Context: an optimization exercise on an open-source flow, tuned for a short achievable clock period and few clock cycles. The choices shown serve that exercise and are no tape-out recipe. The RTL was checked by simulation tests, not by an equivalence proof against the original design. Power figures rest on the tool's default switching activity, not on a simulated workload.

File: flow/run.sh
#!/bin/bash
# The standard layout, except that the port buffers are a plain
# buffer cell (buffer_ports otherwise may pick a delay cell, which the
# resizer then keeps). Synthesis is the standard one, run on its own first.
set -euo pipefail
bash standard.sh synth > synth.log 2>&1
bash standard.sh "BUFFER_PORTS_ARGS=-buffer_cell sky130_fd_sc_hd__buf_4" finish > layout.log 2>&1
File: standard.sh
#!/bin/bash
# synth_recipe.tcl (not shown) runs the flow's synth.tcl, then flattens the netlist and writes it again
# the make line also repeats each setting of config.mk as NAME=value (left out here)
make -C /OpenROAD-flow-scripts/flow DESIGN_CONFIG=/design/flow/config.mk WORK_HOME=/design/flow/orfs CLKGATE_MAP_FILE= SYNTH_SCRIPT=/design/flow/synth_recipe.tcl "${@:-finish}"
File: config.mk
export PLATFORM = sky130hd
export DESIGN_NAME = mips_pipe
export DESIGN_NICKNAME = mips_pipe
export VERILOG_FILES = /design/flow/design.v
export SDC_FILE = /design/flow/constraint.sdc
export NUM_CORES = 4
export LEC_CHECK = 0
export CAP_MARGIN = 20
export CORE_MARGIN = 2
export CORE_UTILIZATION = 58
export CTS_CLUSTER_DIAMETER = 100
export CTS_CLUSTER_SIZE = 20
export SETUP_SLACK_MARGIN = 5
export SLEW_MARGIN = 20
export SYNTH_HIERARCHICAL = 1
export TNS_END_PERCENT = 100
File: constraint.sdc
create_clock -name core_clock -period 8.0 [get_ports {clk}]
set_input_delay 1.6000 -clock core_clock [delete_from_list [all_inputs] [get_ports {clk}]]
set_output_delay 1.6000 -clock core_clock [all_outputs]
set_load 0.01 [all_outputs]
File: design.v
package mips_pkg;
  typedef logic [31:0] word_t;      
  typedef logic [4:0]  reg_addr_t;
  localparam logic [5:0] op_rtype = 6'b000000;
  localparam logic [5:0] op_lw    = 6'b100011;
  localparam logic [5:0] op_sw    = 6'b101011;
  localparam logic [5:0] op_beq   = 6'b000100;
  localparam logic [5:0] op_bne   = 6'b000101;
  localparam logic [5:0] op_addi  = 6'b001000;
  localparam logic [5:0] op_addiu = 6'b001001;
  localparam logic [5:0] fn_add  = 6'b100000;
  localparam logic [5:0] fn_addu = 6'b100001;
  localparam logic [5:0] fn_sub  = 6'b100010;
  localparam logic [5:0] fn_subu = 6'b100011;
  localparam logic [5:0] fn_and  = 6'b100100;
  localparam logic [5:0] fn_or   = 6'b100101;
  localparam logic [5:0] fn_slt  = 6'b101010;
  localparam word_t word_bytes = 32'd4;
  localparam int    reg_count  = 32;
  localparam word_t reset_pc   = 32'h0000_0000;
  typedef enum logic [2:0] {
    alu_and = 3'b000,
    alu_or  = 3'b001,
    alu_add = 3'b010,
    alu_sub = 3'b110,
    alu_slt = 3'b111
  } alu_op_t;
  typedef enum logic [1:0] {
    fwd_none = 2'b00,
    fwd_mem  = 2'b01,    
    fwd_wb   = 2'b10     
  } fwd_sel_t;
endpackage
`timescale 1ns/1ps
module eq32
(
  input  logic [31:0] a,
  input  logic [31:0] b,
  output logic        eq
);
  logic [31:0] x;
  logic [7:0]  n1;
  logic [1:0]  e2;
  assign x = a ~^ b;
  for (genvar i = 0; i < 8; i++)
  begin : l1
    assign n1[i] = ~&x[4*i +: 4];
  end
  for (genvar j = 0; j < 2; j++)
  begin : l2
    assign e2[j] = ~|n1[4*j +: 4];
  end
  assign eq = &e2;
endmodule
`timescale 1ns/1ps
module fetch_next
(
  input  logic [29:0] pc,
  input  logic [15:0] imm,
  input  logic        go,
  input  logic [29:0] other,
  input  logic        mp,
  input  logic [29:0] alt,
  output logic [29:0] tgt,
  output logic [29:0] nxt
);
  logic [15:0] lo;
  logic        c16;
  logic [13:0] hi_p1, hi_m1, hi_c1, hi_c0, nx_c1, nx_c0;
  logic [29:0] sq;
  prefix_add #(.W(16), .CIN(1'b1)) u_lo (.a(pc[15:0]), .b(imm), .s(lo), .co(c16));
  inc_n #(.W(14)) u_inc (.a(pc[29:16]), .s(hi_p1));
  dec_n #(.W(14)) u_dec (.a(pc[29:16]), .s(hi_m1));
  assign hi_c1 = imm[15] ? pc[29:16] : hi_p1;
  assign hi_c0 = imm[15] ? hi_m1 : pc[29:16];
  assign nx_c1 = go ? hi_c1 : other[29:16];
  assign nx_c0 = go ? hi_c0 : other[29:16];
  assign tgt[15:0]  = lo;
  assign tgt[29:16] = c16 ? hi_c1 : hi_c0;
  assign sq[15:0]   = go ? lo : other[15:0];
  assign sq[29:16]  = c16 ? nx_c1 : nx_c0;
  assign nxt        = mp ? alt : sq;
endmodule
`timescale 1ns/1ps
module prefix_add #(parameter int W = 32, parameter bit CIN = 1'b0)
(
  input  logic [W-1:0] a,
  input  logic [W-1:0] b,
  output logic [W-1:0] s,
  output logic         co
);
  localparam int L = (W > 16) ? 5 : (W > 8) ? 4 : (W > 4) ? 3 : (W > 2) ? 2 : 1;
  logic [W-1:0] x;
  logic [W-1:0] g [L+1];
  logic [W-1:0] p [L+1];
  add_x  #(.W(W))            u_x  (.a(a), .b(b), .x(x));
  add_pg #(.W(W), .CIN(CIN)) u_pg (.a(a), .b(b), .g(g[0]), .p(p[0]));
  for (genvar k = 0; k < L; k++)
  begin : level
    if (k % 2 == 0)
    begin : pn
      ks_pn #(.W(W), .D(1 << k)) u_l (.g(g[k]), .p(p[k]), .gn(g[k+1]), .pn(p[k+1]));
    end
    else
    begin : np
      ks_np #(.W(W), .D(1 << k)) u_l (.gn(g[k]), .pn(p[k]), .g(g[k+1]), .p(p[k+1]));
    end
  end
  add_sum #(.W(W), .CIN(CIN), .INV(L % 2 == 1)) u_s (.x(x), .c(g[L]), .s(s), .co(co));
endmodule
module add_x #(parameter int W = 32)
(
  input  logic [W-1:0] a,
  input  logic [W-1:0] b,
  output logic [W-1:0] x
);
  assign x = a ^ b;
endmodule
module add_pg #(parameter int W = 32, parameter bit CIN = 1'b0)
(
  input  logic [W-1:0] a,
  input  logic [W-1:0] b,
  output logic [W-1:0] g,
  output logic [W-1:0] p
);
  assign g[0]     = CIN ? (a[0] | b[0]) : (a[0] & b[0]);
  assign p[0]     = 1'b0;
  assign g[W-1:1] = a[W-1:1] & b[W-1:1];
  assign p[W-1:1] = a[W-1:1] | b[W-1:1];
endmodule
module ks_pn #(parameter int W = 32, parameter int D = 1)
(
  input  logic [W-1:0] g,
  input  logic [W-1:0] p,
  output logic [W-1:0] gn,
  output logic [W-1:0] pn
);
  for (genvar i = 0; i < W; i++)
  begin : bit_
    if (i >= D)
    begin : merge
      assign gn[i] = ~(g[i] | (p[i] & g[i-D]));
      assign pn[i] = ~(p[i] & p[i-D]);
    end
    else
    begin : pass
      assign gn[i] = ~g[i];
      assign pn[i] = ~p[i];
    end
  end
endmodule
module ks_np #(parameter int W = 32, parameter int D = 2)
(
  input  logic [W-1:0] gn,
  input  logic [W-1:0] pn,
  output logic [W-1:0] g,
  output logic [W-1:0] p
);
  for (genvar i = 0; i < W; i++)
  begin : bit_
    if (i >= D)
    begin : merge
      assign g[i] = ~(gn[i] & (pn[i] | gn[i-D]));
      assign p[i] = ~(pn[i] | pn[i-D]);
    end
    else
    begin : pass
      assign g[i] = ~gn[i];
      assign p[i] = ~pn[i];
    end
  end
endmodule
module add_sum #(parameter int W = 32, parameter bit CIN = 1'b0, parameter bit INV = 1'b1)
(
  input  logic [W-1:0] x,
  input  logic [W-1:0] c,
  output logic [W-1:0] s,
  output logic         co
);
  assign s[0]     = x[0] ^ CIN;
  assign s[W-1:1] = x[W-1:1] ^ c[W-2:0] ^ {(W-1){INV}};
  assign co       = c[W-1] ^ INV;
endmodule
module inc_n #(parameter int W = 30)
(
  input  logic [W-1:0] a,
  output logic [W-1:0] s
);
  localparam int L = (W > 16) ? 5 : (W > 8) ? 4 : (W > 4) ? 3 : (W > 2) ? 2 : 1;
  logic [W-1:0] t [L+1];
  assign t[0] = a;
  for (genvar k = 0; k < L; k++)
  begin : level
    and_level #(.W(W), .D(1 << k)) u_l (.i(t[k]), .o(t[k+1]));
  end
  assign s = a ^ {t[L][W-2:0], 1'b1};
endmodule
module dec_n #(parameter int W = 14)
(
  input  logic [W-1:0] a,
  output logic [W-1:0] s
);
  localparam int L = (W > 16) ? 5 : (W > 8) ? 4 : (W > 4) ? 3 : (W > 2) ? 2 : 1;
  logic [W-1:0] t [L+1];
  assign t[0] = ~a;
  for (genvar k = 0; k < L; k++)
  begin : level
    and_level #(.W(W), .D(1 << k)) u_l (.i(t[k]), .o(t[k+1]));
  end
  assign s = a ^ {t[L][W-2:0], 1'b1};
endmodule
module and_level #(parameter int W = 30, parameter int D = 1)
(
  input  logic [W-1:0] i,
  output logic [W-1:0] o
);
  for (genvar k = 0; k < W; k++)
  begin : bit_
    if (k >= D)
    begin : merge
      assign o[k] = i[k] & i[k-D];
    end
    else
    begin : pass
      assign o[k] = i[k];
    end
  end
endmodule
`timescale 1ns/1ps
module mips_pipe
(
  input  logic        clk,
  input  logic        rst_n,
  output logic [31:0] pc,
  input  logic [31:0] instr,
  output logic        memwrite,
  output logic [31:0] memaddr,
  output logic [31:0] memwritedata,
  input  logic [31:0] memreaddata
);
  logic [29:0] pc_q, pcn_q, pc_o;
  logic        d_valid;
  logic [31:0] d_instr;
  logic [29:0] d_pc4;         
  logic [29:0] d_target;      
  logic        d_pred;        
  logic [31:1] d_rs_oh, d_rt_oh;    
  logic [31:1] d_rs_oh2, d_rt_oh2;  
  logic        d_byp1, d_byp2;      
  logic        e_regwrite;    
  logic        e_load;
  logic        e_store;
  logic        e_mp_eq;       
  logic        e_mp_ne;       
  logic        e_op_add, e_op_sub, e_op_and, e_op_or, e_op_slt;
  logic [4:0]  e_dst;
  logic [31:0] e_rd1, e_rd2, e_imm;
  logic [29:0] e_altpc;
  logic        e_a_rf, e_a_m, e_a_w;                    
  logic        e_a_rf2, e_a_m2, e_a_w2, e_b_rf2, e_b_m2, e_b_w2;
  logic        e_c_rf2, e_c_m2, e_c_w2, e_c_imm2;
  logic        e_b_rf, e_b_m, e_b_w;                    
  logic        e_c_rf, e_c_m, e_c_w, e_c_imm;           
  logic        e_q_rr, e_q_1m, e_q_m2, e_q_1w, e_q_w2, e_q_mw, e_q_same;
  logic        m_regwrite, m_load;
  logic [4:0]  m_dst;
  logic [31:0] m_res, m_sdata;
  logic        w_regwrite;
  logic [4:0]  w_dst;
  logic [31:0] w_fwd;         
  logic [31:0] w_wdata;       
  logic [31:0] regs [1:31];
  logic [5:0]  d_opc, d_fn;
  logic [4:0]  d_rs, d_rt, d_rd;
  logic        d_rtype, d_alui, d_lw, d_sw, d_beq, d_bne, d_br;
  logic        d_fadd, d_fsub, d_fand, d_for, d_fslt;
  logic        d_use_rs, d_use_rt, d_wr;
  logic [4:0]  d_dst;
  logic [31:0] d_imm;
  logic        stall;
  assign d_opc = d_instr[31:26];
  assign d_fn  = d_instr[5:0];
  assign d_rs  = d_instr[25:21];
  assign d_rt  = d_instr[20:16];
  assign d_rd  = d_instr[15:11];
  assign d_imm = {{16{d_instr[15]}}, d_instr[15:0]};
  assign d_fadd = d_fn == 6'h20 || d_fn == 6'h21;
  assign d_fsub = d_fn == 6'h22 || d_fn == 6'h23;
  assign d_fand = d_fn == 6'h24;
  assign d_for  = d_fn == 6'h25;
  assign d_fslt = d_fn == 6'h2a;
  assign d_rtype = d_valid && d_opc == 6'h00 && (d_fadd || d_fsub || d_fand || d_for || d_fslt);
  assign d_alui  = d_valid && (d_opc == 6'h08 || d_opc == 6'h09);
  assign d_lw    = d_valid && d_opc == 6'h23;
  assign d_sw    = d_valid && d_opc == 6'h2b;
  assign d_beq   = d_valid && d_opc == 6'h04;
  assign d_bne   = d_valid && d_opc == 6'h05;
  assign d_br    = d_beq || d_bne;
  assign d_use_rs = d_rtype || d_alui || d_lw || d_sw || d_br;
  assign d_use_rt = d_rtype || d_sw || d_br;
  assign d_dst    = d_rtype ? d_rd : d_rt;
  assign d_wr     = (d_rtype || d_alui || d_lw) && d_dst != 5'd0;
  logic       stall_q, stall_next;
  logic [5:0] f_opc;
  logic       f_use_rs, f_use_rt;
  assign f_opc    = instr[31:26];
  assign f_use_rs = f_opc == 6'h00 || f_opc == 6'h08 || f_opc == 6'h09 || f_opc == 6'h23 ||
                    f_opc == 6'h2b || f_opc == 6'h04 || f_opc == 6'h05;
  assign f_use_rt = f_opc == 6'h00 || f_opc == 6'h2b || f_opc == 6'h04 || f_opc == 6'h05;
  assign stall_next = !stall_q && !mispredict && d_lw && d_rt != 5'd0 &&
                      ((f_use_rs && instr[25:21] == d_rt) || (f_use_rt && instr[20:16] == d_rt));
  always_ff @(posedge clk)
  begin
    if (!rst_n)
      stall_q <= 1'b0;
    else
      stall_q <= stall_next;
  end
  assign stall = stall_q;
  logic [31:0] d_rf1, d_rf2, d_rd1, d_rd2;
  always_comb
  begin
    d_rf1 = '0;
    d_rf2 = '0;
    for (int j = 1; j < 32; j++)
    begin
      d_rf1 = d_rf1 | ({{16{d_rs_oh2[j]}}, {16{d_rs_oh[j]}}} & regs[j]);
      d_rf2 = d_rf2 | ({{16{d_rt_oh2[j]}}, {16{d_rt_oh[j]}}} & regs[j]);
    end
  end
  assign d_rd1 = d_byp1 ? w_wdata : d_rf1;
  assign d_rd2 = d_byp2 ? w_wdata : d_rf2;
  logic d_a_m, d_a_w, d_a_rf, d_b_m, d_b_w, d_b_rf;
  assign d_a_m  = e_regwrite && e_dst == d_rs;
  assign d_a_w  = !d_a_m && m_regwrite && m_dst == d_rs;
  assign d_a_rf = !d_a_m && !d_a_w;
  assign d_b_m  = e_regwrite && e_dst == d_rt;
  assign d_b_w  = !d_b_m && m_regwrite && m_dst == d_rt;
  assign d_b_rf = !d_b_m && !d_b_w;
  logic [31:0] a, bv, ba, sum_add, sum_sub, res;
  logic        co_add, co_sub;
  logic        slt, eq, mispredict;
  assign a  = ({{16{e_a_rf2}}, {16{e_a_rf}}} & e_rd1) |
              ({{16{e_a_m2}},  {16{e_a_m}}}  & m_res) |
              ({{16{e_a_w2}},  {16{e_a_w}}}  & w_fwd);
  assign bv = ({{16{e_b_rf2}}, {16{e_b_rf}}} & e_rd2) |
              ({{16{e_b_m2}},  {16{e_b_m}}}  & m_res) |
              ({{16{e_b_w2}},  {16{e_b_w}}}  & w_fwd);
  assign ba = ({{16{e_c_rf2}},  {16{e_c_rf}}}  & e_rd2) |
              ({{16{e_c_m2}},   {16{e_c_m}}}   & m_res) |
              ({{16{e_c_w2}},   {16{e_c_w}}}   & w_fwd) |
              ({{16{e_c_imm2}}, {16{e_c_imm}}} & e_imm);
  prefix_add #(.W(32), .CIN(1'b0)) u_add (.a(a), .b(ba),  .s(sum_add), .co(co_add));
  prefix_add #(.W(32), .CIN(1'b1)) u_sub (.a(a), .b(~bv), .s(sum_sub), .co(co_sub));
  assign slt     = (a[31] != bv[31]) ? a[31] : sum_sub[31];
  assign res     = ({32{e_op_add}} & sum_add) | ({32{e_op_sub}} & sum_sub) |
                   ({32{e_op_and}} & (a & bv)) | ({32{e_op_or}} & (a | bv)) |
                   {31'b0, e_op_slt & slt};
  logic eq_rr, eq_1m, eq_m2, eq_1w, eq_w2, eq_mw;
  eq32 u_eq_rr (.a(e_rd1), .b(e_rd2), .eq(eq_rr));
  eq32 u_eq_1m (.a(e_rd1), .b(m_res), .eq(eq_1m));
  eq32 u_eq_m2 (.a(m_res), .b(e_rd2), .eq(eq_m2));
  eq32 u_eq_1w (.a(e_rd1), .b(w_fwd), .eq(eq_1w));
  eq32 u_eq_w2 (.a(w_fwd), .b(e_rd2), .eq(eq_w2));
  eq32 u_eq_mw (.a(m_res), .b(w_fwd), .eq(eq_mw));
  assign eq = (e_q_rr & eq_rr) | (e_q_1m & eq_1m) | (e_q_m2 & eq_m2) |
              (e_q_1w & eq_1w) | (e_q_w2 & eq_w2) | (e_q_mw & eq_mw) | e_q_same;
  assign mispredict = eq ? e_mp_eq : e_mp_ne;
  logic mp_pc;
  assign mp_pc = eq ? (e_mp_eq && rst_n) : (e_mp_ne && rst_n);
  logic [29:0] pc4, f_target, pc_other, pc_next;
  logic        f_beq, f_bne, f_taken, f_go;
  assign pc   = {pc_o, 2'b00};
  assign pc_q = ~pcn_q;
  inc_n #(.W(30)) u_inc (.a(pc_q), .s(pc4));
  assign f_beq   = instr[31:26] == 6'h04;
  assign f_bne   = instr[31:26] == 6'h05;
  assign f_taken = (instr[25:21] == instr[20:16]) ? f_beq : f_bne;
  assign pc_other = !rst_n ? '0 : stall ? pc_q : pc4;
  assign f_go     = f_taken && !stall && rst_n;
  fetch_next u_fnext (.pc(pc_q), .imm(instr[15:0]), .go(f_go), .other(pc_other),
                      .mp(mp_pc), .alt(e_altpc), .tgt(f_target), .nxt(pc_next));
  always_ff @(posedge clk)
  begin
    pcn_q <= ~pc_next;
    pc_o  <= pc_next;
  end
  always_ff @(posedge clk)
  begin
    if (!rst_n || mispredict)
      d_valid <= 1'b0;
    else if (!stall)
      d_valid <= 1'b1;
  end
  always_ff @(posedge clk)
  begin
    if (!rst_n)
    begin
      d_rs_oh2 <= '0;
      d_rt_oh2 <= '0;
    end
    else if (!stall)
    begin
      for (int j = 1; j < 32; j++)
      begin
        d_rs_oh2[j] <= instr[25:21] == 5'(j);
        d_rt_oh2[j] <= instr[20:16] == 5'(j);
      end
    end
  end
  always_ff @(posedge clk)
  begin
    d_byp1 <= m_regwrite && m_dst == (stall ? d_rs : instr[25:21]);
    d_byp2 <= m_regwrite && m_dst == (stall ? d_rt : instr[20:16]);
  end
  always_ff @(posedge clk)
  begin
    if (!stall)
    begin
      d_instr  <= instr;
      d_pc4    <= pc4;
      d_target <= f_target;
      d_pred   <= f_taken;
      for (int j = 1; j < 32; j++)
      begin
        d_rs_oh[j]  <= instr[25:21] == 5'(j);
        d_rt_oh[j]  <= instr[20:16] == 5'(j);
      end
    end
  end
  always_ff @(posedge clk)
  begin
    if (!rst_n || mispredict || stall)
    begin
      e_regwrite <= 1'b0;
      e_load     <= 1'b0;
      e_store    <= 1'b0;
      e_mp_eq    <= 1'b0;
      e_mp_ne    <= 1'b0;
    end
    else
    begin
      e_regwrite <= d_wr;
      e_load     <= d_lw;
      e_store    <= d_sw;
      e_mp_eq    <= d_br && (d_beq ? !d_pred : d_pred);
      e_mp_ne    <= d_br && (d_beq ? d_pred : !d_pred);
    end
  end
  always_ff @(posedge clk)
  begin
    e_op_add <= !d_rtype || d_fadd;
    e_op_sub <= d_rtype && d_fsub;
    e_op_and <= d_rtype && d_fand;
    e_op_or  <= d_rtype && d_for;
    e_op_slt <= d_rtype && d_fslt;
    e_dst    <= d_dst;
    e_rd1    <= d_rd1;
    e_rd2    <= d_rd2;
    e_imm    <= d_imm;
    e_altpc  <= d_pred ? d_pc4 : d_target;
    e_a_rf   <= d_a_rf;
    e_a_m    <= d_a_m;
    e_a_w    <= d_a_w;
    e_b_rf   <= d_b_rf;
    e_b_m    <= d_b_m;
    e_b_w    <= d_b_w;
    e_c_rf   <= d_b_rf && d_rtype;
    e_c_m    <= d_b_m && d_rtype;
    e_c_w    <= d_b_w && d_rtype;
    e_c_imm  <= !d_rtype;
    e_q_rr   <= d_a_rf && d_b_rf;
    e_q_1m   <= d_a_rf && d_b_m;
    e_q_m2   <= d_a_m && d_b_rf;
    e_q_1w   <= d_a_rf && d_b_w;
    e_q_w2   <= d_a_w && d_b_rf;
    e_q_mw   <= (d_a_m && d_b_w) || (d_a_w && d_b_m);
    e_q_same <= (d_a_m && d_b_m) || (d_a_w && d_b_w);
  end
  always_ff @(posedge clk)
  begin
    if (!rst_n)
    begin
      e_a_rf2  <= 1'b0;
      e_a_m2   <= 1'b0;
      e_a_w2   <= 1'b0;
      e_b_rf2  <= 1'b0;
      e_b_m2   <= 1'b0;
      e_b_w2   <= 1'b0;
      e_c_rf2  <= 1'b0;
      e_c_m2   <= 1'b0;
      e_c_w2   <= 1'b0;
      e_c_imm2 <= 1'b0;
    end
    else
    begin
      e_a_rf2  <= d_a_rf;
      e_a_m2   <= d_a_m;
      e_a_w2   <= d_a_w;
      e_b_rf2  <= d_b_rf;
      e_b_m2   <= d_b_m;
      e_b_w2   <= d_b_w;
      e_c_rf2  <= d_b_rf && d_rtype;
      e_c_m2   <= d_b_m && d_rtype;
      e_c_w2   <= d_b_w && d_rtype;
      e_c_imm2 <= !d_rtype;
    end
  end
  always_ff @(posedge clk)
  begin
    if (!rst_n)
    begin
      m_regwrite <= 1'b0;
      m_load     <= 1'b0;
      memwrite   <= 1'b0;
    end
    else
    begin
      m_regwrite <= e_regwrite;
      m_load     <= e_load;
      memwrite   <= e_store;
    end
  end
  always_ff @(posedge clk)
  begin
    m_res   <= res;
    m_sdata <= bv;
    m_dst   <= e_dst;
  end
  logic [31:0] m_addr;
  always_ff @(posedge clk)
  begin
    if (!rst_n)
      m_addr <= '0;
    else
      m_addr <= sum_add;
  end
  assign memaddr      = m_addr;
  assign memwritedata = m_sdata;
  always_ff @(posedge clk)
  begin
    if (!rst_n)
      w_regwrite <= 1'b0;
    else
      w_regwrite <= m_regwrite;
  end
  always_ff @(posedge clk)
  begin
    w_fwd <= m_load ? memreaddata : m_res;
    w_dst <= m_dst;
  end
  always_ff @(posedge clk)
  begin
    if (m_regwrite)
      w_wdata <= m_load ? memreaddata : m_res;
  end
  always_ff @(posedge clk)
  begin
    if (w_regwrite)
      regs[w_dst] <= w_wdata;
  end
endmodule
==> metrics.yaml <==
status:
  status: "complete, no violations"
sta:
  skew_ns: 0.0723
  setup_ws_ns: 4.91
  min_period_ns: 3.09
  setup_tns_ns: 0
  finalCritPeriodShare_pct: 38.7
  finalHoldViolCount: 0
  drv_slew: 0
  fmax_mhz: 323
  worstMarginPinSlew_ns: 1.19
  slew_headroom_pct: 20.9
  setup_viol_count_final: 0
  rsz0062_at_grt: "true"
clock_network:
  cts_sinks: 1599
  cts_made_buffers: 91
  cts.htree.levels: 3
  cts_tree: "yes"
  clk_path_buf_depth: 3
  cts-root-buf: "clkbuf_16"
  ctsHoldBuffers: 0
  cts.clk_slew.worst_paths_ns: 0.08
  clock_latency_ns: 0.80
logic_synthesis:
  syn_inst: 6064
  syn_area_mm2: 0.0726
  avgSynthCellArea_um2: 12.0
  yosysWarningCount: 25
floorplanning:
  start_util_pct: 58.6
  core_mm2: 0.124
  ios: 163
  die-height_um: 358
  die_w_um: 358
  core.rowCount: 129
  fp.dieArea_mm2: 0.128
setup_path:
  arrival_ns: 3.72
  start_kind: "register"
  worst-path-max-fanout: 6
  path_class: "reg2reg"
  cp-end-kind: "register"
  cpPeakStageDelay_ns: 0.51
  crit_chain: "a22oi_1, nand2_1, inv_1, or2_1, a21oi_1, o21ai_1, a21oi_1, o21ai_1, a21oi_2, xnor2_1, o211ai_1, nand3_1"
  cp_data_required_time_ns: 8.63
  slowest_stage: "dfxtp_1"
place:
  gp_congestion: 1.04
  place_hpwl_um: 187000
  post-place-ws_ns: 3.85
  io_buffer_count: 160
final_layout:
  drive_gt1_share_pct: 15.9
  fin_util_pct: 64.0
  fin_nets: 6128
  mostFrequentLayoutCells: "edfxtp_1 (1179), a22oi_1 (448), xor2_1 (362)"
  layout_commonest_cell: "edfxtp_1"
  area_growth_pct: 9.28
grt:
  grt_pass1_wl_um: 428000
  antenna_found_initial: 29
  grt_overflow_total: 0
  grt_usage_pct: 48.4
  grt_max_degree: 121
  grt_pass1_vias: 54726
detailed_routing:
  ant_nets: 0
  drt-initial-drc-count: 14915
  post_drt_via_cell_ratio: 7.74
  vias: 59976
  dr.pass1.iters: 14
  wl_per_cell_um: 41.1
  wl_um: 319000
  drc: 0
flow_run:
  cap_viol_max_count: 0
power:
  power_leakage_nw: 28.2
  p_total_mw: 17.1
  ir_worst_vdd_v: 0.000198
  powerDensity_mw_per_mm2: 216
worst_hold_path:
  hold_class: "reg2reg"
[worst max-delay path, delay by kind of cell, from the launching register on]
family | cells | cell delay, ns
and+or+nand+nor | 3 | 0.65
xor gates and xnor gates | 1 | 0.13
DFF | 1 | 0.51
AOI/OAI and AO/OA | 7 | 1.56
buffers and inverters | 1 | 0.10
[routing by layer]
layer | vias to the layer above | track usage (%) | share of wire [%]
met5 | - | 0.111 | 0.076
met4 | 30 | 30.2 | 8.5
met3 | 1855 | 23.5 | 19
met2 | 6541 | 64.9 | 39
met1 | 28551 | 62.5 | 34
li1 | 22999 | - | -
[flip-flops by register name (all words and copies together) (netlist names), 16 cells and up]
register / count
regs: 992
d_instr: 32
e_rd1: 32
e_rd2: 32
m_addr: 32
m_res: 32
m_sdata: 32
w_fwd: 32
w_wdata: 32
d_rs_oh2: 31
d_rs_oh: 31
d_rt_oh2: 31
d_rt_oh: 31
d_pc4: 30
d_target: 30
e_altpc: 30
pc_o: 30
pcn_q: 30
e_imm: 16
[per-stage QoR]
| stage | hold slack [ns] | cell area [µm²] | instances |
|---|---|---|---|
| 6_report | 0.343 | 79300 | 7750 |
| 5_1_grt | 0.365 | 79300 | 7739 |
| 4_1_cts | 0.351 | 78500 | 7703 |
| 3_5_place_dp | 0.330 | 75400 | 7556 |
| 3_3_place_gp | 0.328 | 75400 | 7556 |
| 2_1_floorplan | 0.323 | 72800 | 6065 |
[final cells by class]
type	count	area [µm²]
multi-input combinational	3794	26800
antenna	13	32.5
fill	9648	44600
clock inverter	9	158
timing repair buffer	373	3000
timing repair inverter	1	7.51
sequential	1599	44100
clock buffer	124	2420
tap	1637	2050
inverter	200	771
[power breakdown]
group	internal [mW]	total, mW	switching, mW
logic	0.937	2.57	1.63
clock network	2.14	4.94	2.80
registers	9.12	9.64	0.517
[final timing paths]
path / startpoint / to / slack, ns / depth (start not counted)
max: w_fwd[20]$_DFF_P_ / m_res[0]$_DFF_P_ / 4.91 / 12
min reg2reg: d_instr[6]$_DFFE_PN_ / e_imm[6]$_DFF_P_ / 0.34 / 0
min: d_instr[6]$_DFFE_PN_ / e_imm[6]$_DFF_P_ / 0.34 / 0
max reg2reg: w_fwd[20]$_DFF_P_ / m_res[0]$_DFF_P_ / 4.91 / 12
[repair_timing]
action	4_1_cts	5_1_grt
pin swaps	17	40
endpoints found under the setup margin	111	82
gates cloned	2	1
buffers inserted	12	33
resized for setup	162	151
Testbench counts, summed over its fixed seeds: cycles 31,930.

==> afterwards: timing with drivers on the ports <==
The flow's constraints put no driver on any port. The routed layout listed below was extracted and timed again, unchanged, in two steps. Step 1 (the two cells are an assumption about what drives the block):
set clk [get_ports {clk}]
set_driving_cell -lib_cell sky130_fd_sc_hd__clkbuf_16 $clk
set_driving_cell -lib_cell sky130_fd_sc_hd__buf_2 [delete_from_list [all_inputs] $clk]
Step 2 also shifts input and output timing later by t, the mid clock arrival at the registers, as if the neighbouring blocks saw the same clock. Three values: no drivers, after step 1, after step 2; two values: the first two.
t (ns): 0.848
setup WS [ns]: 4.906 / 4.906 / 4.202
latest minus earliest clock arrival (ns): 0.078 / 0.078
After both steps this run still meets setup and hold. The setup slack of this run moves by 0.000 ns with the drivers and by -0.704 ns with both steps.
